Source: an optimization exercise on an open RTL-to-GDS flow (aim: small area and a short achievable clock period). Production flows keep margins and buffers that such runs may drop.
Function was checked by simulation only, so behaviour that the tests miss may differ from the original.
No activity file was given, so power comes from the tool's default toggle rates.

## build 92
==> flow/design.v (excerpt) <==
module store_buffer_fwd #(
    parameter int SB_DEPTH = 8,
    parameter int TAG_W    = 5,
    parameter int ADDR_W   = 32
) (
    input  logic                      clk,
    input  logic                      rst,
    input  logic                      alloc_valid,
    output logic                      alloc_ready,
    input  logic [TAG_W-1:0]          alloc_rob_tag,
    input  logic [ADDR_W-1:0]         alloc_addr,
    input  logic [31:0]               alloc_wdata,
    input  logic [3:0]                alloc_wmask,
    input  logic                      commit_valid,
    input  logic [TAG_W-1:0]          commit_rob_tag,
    output logic                      commit_err,
    input  logic                      flush,
    output logic                      dmem_req_valid,
    input  logic                      dmem_req_ready,
    output logic [ADDR_W-1:0]         dmem_addr,
    output logic [31:0]               dmem_wdata,
    output logic [3:0]                dmem_wmask,
    input  logic                      dmem_resp,
    input  logic [ADDR_W-1:0]         ld_addr,
    input  logic [3:0]                ld_rmask,
    output logic [3:0]                fwd_mask,
    output logic [31:0]               fwd_data,
    output logic [$clog2(SB_DEPTH):0] count,
    output logic                      empty,
    output logic                      full
);
export LEC_CHECK = 0
export CAP_MARGIN = 20
export CORE_MARGIN = 2
export CORE_UTILIZATION = 60
export CTS_CLUSTER_DIAMETER = 60
export CTS_CLUSTER_SIZE = 30
export PLACE_DENSITY = 0.7
export SETUP_SLACK_MARGIN = 3.4
export SLEW_MARGIN = 20
export SYNTH_HIERARCHICAL = 1
export SYNTH_MINIMUM_KEEP_SIZE = 0
create_clock -name core_clock -period 9.0 [get_ports {clk}]
standard.sh (not shown) runs the stock make flow with config.mk's settings and CLKGATE_MAP_FILE= SYNTH_SCRIPT=/design/flow/synth_recipe.tcl, a recipe that flattens the netlist after the stock synthesis.
==> flow/flow/run.sh <==
#!/bin/bash
# Standard layout, with the ports buffered by the smallest plain buffer
# (the resizer upsizes the ones on critical paths). Full tool output goes
# to flow_standard.log in the work folder.
set -euo pipefail
export BUFFER_PORTS_ARGS="-buffer_cell sky130_fd_sc_hd__buf_1"
bash standard.sh finish > flow_standard.log 2>&1
[inputs] build 78 vs build 92
Settings: CTS_BUF_LIST now sky130_fd_sc_hd__clkbuf_8, previously not set; SETUP_SLACK_MARGIN now 3, was 3.4; CTS_CLUSTER_DIAMETER now 50, was 60; CTS_CLUSTER_SIZE now 20, was 30.
==> comparison <==
On post-placement cell area, build 92 and build 78 are neck and neck. Going from build 92 to build 78, register share of total power saw an increase, power consumption saw a decrease, internal cell power saw a decrease. Capturing instance or port of the critical path = fwd_data[18]: build 92; capturing instance or port of the critical path = fwd_data[11]: build 78. Post-route cell area improves in build 78 relative to build 92. The cell area power density in build 78 sits 1.2% below the value recorded for build 92. Sequential share of layout area is higher on build 78. The number of setup buffers added after CTS number comes out higher for build 92 vs build 78. Sort build 92 and build 78 by final cycle utilization of the critical path, ascending, and build 92 comes first. Build 78 ended up with met5 as its highest signal layer in the routed design; build 92 ended up with met4. Build 78 and build 92 ended up with roughly the same number of multi-input combinational cells.
For build 43, these inputs were changed with respect to build 78:
Settings: CTS_CLUSTER_DIAMETER: 50 -> 60; CTS_CLUSTER_SIZE: 20 -> 30; CTS_BUF_LIST: sky130_fd_sc_hd__clkbuf_8 -> unset; SETUP_SLACK_MARGIN: 3 -> 4.
--- outcome ---
Of build 43 and build 78, build 78 shows the higher hold slack, with build 43 below it.
There was hardly any difference in sequential cell area between build 43 and build 78.
In build 43, time the final worst path needs with I/O delays and setup is lower than in build 78.
Summary of the comparison: via count is higher in build 43, relative to build 78.
Of build 43 and build 78, it is build 43 that has the lower clock insertion delay at the later pin of the skew report.
Reported for build 43 and build 78, cell depth of the worst min-delay path turned out identical to the last digit.
Run comparison: build 78 capturing element of the worst setup path fwd_data[11]; build 43 capturing element of the worst setup path fwd_data[21]
Compared build 78 against build 43; width of the die within noise.
Compared with build 78, in build 43 pin count of the biggest net entering global routing increased by about 1.3% relative to the old numbers; relative contribution of combinational cells to total power increased by 0.5 points relative to the old numbers.
Compared with build 78, build 43 is the more power-hungry design.
Min synthesis-to-finish area growth across build 43 and build 78: build 78
#### Input delta (build 16 over build 43)
Settings: SETUP_SLACK_MARGIN: 4 -> 3.
==> comparison <==
Build 16: PASS, flow complete, no timing, DRC or antenna violations. Of build 16 and build 43, the run reporting the higher final instance count without filler cells was build 43. Compared with build 43, build 16 shows a lower fmax. The higher multi-input logic portion of the cell area came out of build 43. What build 16 reported for final area has to be multiplied by 1.06 to get the figure for build 43. [compare] base=build 43 new=build 16: instance count along the most critical hold path did not really move; sequential power comparable; final antenna diode count grew by 3.

what the ideal ports hide:
Ports are ideal in the flow. The routed layouts listed here were re-timed in OpenROAD. Step 1: set_driving_cell puts a clkbuf_16 on clk and a buf_2 on each other input, an assumption about the parent block. Step 2 adds t to the input delays and takes it off the output delays; t is the mean of the earliest and latest rising clock arrival at the registers after step 1. Input paths then give back, and output paths get back, about the clock's delay inside the block. Slacks: no drivers / after step 1 / after step 2; pairs: no drivers / after step 1.
run | t, ns | setup WS [ns] | slew at the worst register clock pin (ns)
build 92 | 0.653 | 3.115 / 3.071 / 3.071 | 0.10 / 0.10
build 78 | 0.740 | 3.049 / 2.966 / 2.966 | 0.12 / 0.12
build 43 | 0.654 | 3.130 / 3.076 / 3.076 | 0.11 / 0.11
build 16 | 0.654 | 3.037 / 2.976 / 2.976 | 0.10 / 0.10
After both steps setup and hold are still met in every run listed. The setup slack of build 78, which loses most, moves by -0.083 ns with the drivers and by -0.083 ns with both steps.
